Context: an optimization exercise on an open-source flow, tuned for small area, a short achievable clock period and few clock cycles per item. The choices shown serve that exercise and are no tape-out recipe. Only simulation tests tie the RTL to the original design; equivalence was not proved. Power figures rest on the tool's default switching activity, not on a simulated workload.

Design multitouch_slot_event_decoder_unit, start of the top module:
module multitouch_slot_event_decoder_unit (
    input  logic               i_clk,
    input  logic               i_rst_n,
    input  logic               i_event_valid,
    output logic               o_event_ready,
    input  logic [4:0]         i_event_type,
    input  logic [9:0]         i_event_code,
    input  logic signed [31:0] i_event_value,
    input  logic [31:0]        i_time_seconds,
    input  logic [19:0]        i_time_microseconds,
    output logic               o_result_valid,
    input  logic               i_result_ready,
    output logic               o_result_processed,
    output logic               o_result_slot_index,
    output logic               o_result_slot_valid,
    output logic [15:0]        o_result_slot_x,
    output logic [15:0]        o_result_slot_y,
    output logic [7:0]         o_result_slot_pressure,
    output logic [1:0]         o_result_slot_kind,
    output logic [1:0]         o_result_touch_count,
    output logic [41:0]        o_result_report_time_ms,
    input  logic               i_cfg_valid,
    output logic               o_cfg_ready,
    input  logic [3:0]         i_cfg_index,
    input  logic [11:0]        i_cfg_data
);
For scale: about 2800 cells after synthesis, about 270 flip-flops, about 210 I/O pins.
clock: 9.0 ns
lec_check: 0
abc_area: 1
cap_margin: 20
core_margin: 2
core_utilization: 60
cts_buf_list: sky130_fd_sc_hd__clkbuf_4
setup_slack_margin: 5
slew_margin: 20
standard.sh (not shown) runs the stock make flow with config.mk's settings and CLKGATE_MAP_FILE= SYNTH_SCRIPT=/design/flow/synth_recipe.tcl, a recipe that flattens the netlist after the stock synthesis.
==> flow/flow/run.sh <==
#!/bin/bash
# the standard layout, with the port buffers made from the smallest plain buffer
# (the resizer still upsizes the ones on critical paths)
cp standard.sh standard_sh.log
export BUFFER_PORTS_ARGS="-buffer_cell sky130_fd_sc_hd__buf_1"
bash standard.sh > standard.log 2>&1
Testbench counts at the start, summed over its fixed seeds: cycles 12,044, items 12,012.
Next try:
==> flow/flow/run.sh (replaced) <==
#!/bin/bash
cp standard.sh standard_sh.log
export BUFFER_PORTS_ARGS="-buffer_cell sky130_fd_sc_hd__buf_1"
bash standard.sh SETUP_SLACK_MARGIN=5.3 finish > standard.log 2>&1
- ABC_AREA: 1 -> unset
- CTS_BUF_LIST: sky130_fd_sc_hd__clkbuf_4 -> sky130_fd_sc_hd__clkbuf_8
Effect: The new run completed with no timing, DRC or antenna violations; routed wire length goes down by 7.5%; total power falls by 4.4%; count of clock-buffer cells in the layout went down by 48; global-route usage falls by 0.73 points; synthesized area went down by 5.5%; flip-flop and latch count does not change.
Next try:
==> flow/flow/run.sh (replaced) <==
#!/bin/bash
# the standard layout, with the port buffers made from the smallest plain buffer
# (the resizer still upsizes the ones on critical paths)
cp standard.sh standard_sh.log
export BUFFER_PORTS_ARGS="-buffer_cell sky130_fd_sc_hd__buf_1"
bash standard.sh > standard.log 2>&1
- TNS_END_PERCENT: unset -> 10
The changed run produced a clean layout.
Hold slack degrades by 0.0065 ns.
First-iteration DRC count falls by 21%.
Die area is unchanged.
Routed wire length falls by 5.5%.
Utilization falls by 3.1 points.
Clock-buffer cell count rises by 1.
Design area falls by 4.5%.
Flip-flop and latch count stays the same.
Critical path depth falls by 1.
Worst setup slack degrades by 0.11 ns.
Next try:
- CTS_BUF_LIST: sky130_fd_sc_hd__clkbuf_8 -> sky130_fd_sc_hd__clkbuf_4
- TNS_END_PERCENT: 10 -> unset
What happened: The changed run went through all stages and came out clean. Utilization rose by 0.19 points. Critical path depth rose by 1. Non-clock buffer count fell by 1. Synthesized area does not change.

## build 21
multitouch_slot_event_decoder_unit, a different RTL version from the one above (not shown whole).
Size: about 210 I/O pins.
export LEC_CHECK = 0
export CAP_MARGIN = 20
export CORE_MARGIN = 2
export CORE_UTILIZATION = 40
export SETUP_SLACK_MARGIN = 5
export SLEW_MARGIN = 20
create_clock -name core_clock -period 9.0 [get_ports {i_clk}]
==> flow/flow/run.sh <==
#!/bin/bash
# the standard layout, with the port buffers made from the smallest plain buffer
# (the resizer still upsizes the ones on critical paths), and the resizer free to
# pick any size of a cell, not only sizes of the same footprint
cp standard.sh standard_sh.log
export BUFFER_PORTS_ARGS="-buffer_cell sky130_fd_sc_hd__buf_1"
bash standard.sh MATCH_CELL_FOOTPRINT=0 finish > standard.log 2>&1
Having completed the whole flow, build 21 delivered a layout that passed the timing, design-rule and antenna checks.
Testbench counts of build 21, summed over its fixed seeds: cycles 12,044, items 12,012.
Input changes introduced in build 32 (baseline for comparison: build 21):
Settings: CORE_UTILIZATION changed from 40 to 60.
==> flow/flow/run.sh <==
#!/bin/bash
# the standard layout, with the port buffers made from the smallest plain buffer
# (the resizer still upsizes the ones on critical paths)
cp standard.sh standard_sh.log
export BUFFER_PORTS_ARGS="-buffer_cell sky130_fd_sc_hd__buf_1"
bash standard.sh > standard.log 2>&1
### Flow results
- Build 32 vs build 21, share of power burned in combinational logic went up by 0.9 points.
- Number of buffers added by the clock tree synthesis step, build 32 vs build 21: down by a few percent
- | die area | lower: build 32 |
- Summary of the comparison: met3 layer usage reported by global route is higher in build 32, relative to build 21.
- Comparing the two runs side by side, build 32 comes out ahead of build 21 on routed wire length.
- Between build 32 and build 21, core utilization of the finished layout is lower for build 21, build 32 comes in above that.
- Changes observed in build 32 relative to build 21: met1 demand-to-capacity share in global routing shows an increase of 12 points; final area shows a reduction of 470 um^2; peak ir drop on the vdd network shows an increase of about 6.5%; net count reported at finish shows no meaningful change.
- The share of final layout cell area taken by non-clock buffers on build 21 is in line with that on build 32.
The inputs of build 78 differ from those of build 32 as listed below.
Settings: swapping 60 for 40 in CORE_UTILIZATION; putting CTS_BUF_LIST at sky130_fd_sc_hd__clkbuf_8 where nothing was set.
## What came out
Count of vias placed by the detailed router went up by a few percent going from build 32 to build 78.
Comparing the two runs side by side, build 78 comes out behind build 32 on total wirelength of the detailed-routed design.
The power density of the placed cells of build 78 is higher than that of build 32.
From build 32 to build 78 the numbers moved as follows: number of filler cells placed in the layout went up by 70%, net count reported at finish went up by 11, final clock period utilization by the worst path held steady.
On sequential power share, the lower figure sits with build 78, not build 32.
Comparing build 78 with build 32, the highest attainable clock frequency came out essentially unchanged.
Of build 32 and build 78, the run reporting the higher wire length of the first global-routing pass was build 78.
Looking at part of the total power dissipated in combinational logic, build 78 sits 0.5 points lower than build 32 does.
Edits applied to the flow inputs when going from build 78 to build 2:
Settings: clearing CTS_BUF_LIST, which used to be sky130_fd_sc_hd__clkbuf_8.
==> flow/run.sh (new file) <==
#!/bin/bash
# synth_recipe.tcl (not shown) runs the flow's synth.tcl, then flattens the netlist and writes it again
# the make line also repeats each setting of config.mk as NAME=value (left out here)
make -C /OpenROAD-flow-scripts/flow DESIGN_CONFIG=/design/flow/config.mk WORK_HOME=/design/flow/orfs CLKGATE_MAP_FILE= SYNTH_SCRIPT=/design/flow/synth_recipe.tcl finish
removed: flow/flow/run.sh
removed: flow/standard.sh
Summary of the comparison: final cell count without fillers is higher in build 2, relative to build 78.
On mean number of vias per cell, build 78 and build 2 are neck and neck.
Against build 78, build 2 comes in 4 higher on critical path depth.
Lower post-route minimum period goes to build 78 over build 2.
Looking at total routed wire length on the met1 layer, build 2 sits above build 78.
Build 2 does worse than build 78 on total power.
Comparing build 2 against build 78, there is no change at all in synthesized cell count.
The standard cells in build 2 occupy more silicon area than those in build 78 do.
Synthesis-to-finish area growth (lower): build 78
Looking at launching element of the worst setup path, the i_result_ready result is from build 78; the i_rst_n one comes from build 2.
When build 2 is set beside build 78, its latest clock arrival within the worst-skew pair turns out to be 90 ps smaller.

-- what the ideal ports hide --
No port has a modelled driver above. Below, the same layouts with a new extraction and two added sets of constraints. Step 1: set_driving_cell puts a clkbuf_16 on i_clk and a buf_2 on each other input, an assumption about the parent block. Step 2 also shifts input and output timing later by t, the mid clock arrival at the registers, as if the neighbouring blocks saw the same clock. a / b / c = ideal ports / drivers / drivers and shift; a / b = the first two.
run	shift t [ns]	setup slack, ns	slew at the worst register clock pin (ns)	cell pins on the clock port's net
the first run of note 1	0.815	4.986 / 4.986 / 4.480	0.07 / 0.07	1
the second run of note 1	0.676	5.072 / 5.041 / 4.705	0.07 / 0.07	1
the third run of note 1	0.669	4.960 / 4.908 / 4.353	0.07 / 0.07	1
the fourth run of note 1	0.834	5.074 / 5.049 / 4.397	0.07 / 0.07	1
build 21	0.635	5.074 / 5.053 / 4.538	0.06 / 0.06	1
build 32	0.625	5.067 / 5.042 / 4.612	0.06 / 0.06	1
build 78	0.690	5.073 / 5.053 / 4.518	0.07 / 0.07	1
build 2	0.605	4.959 / 4.994 / 4.389	0.06 / 0.06	1
After both steps every run listed still meets setup and hold. The setup slack of the fourth run of note 1, which loses most, moves by -0.025 ns with the drivers and by -0.677 ns with both steps.
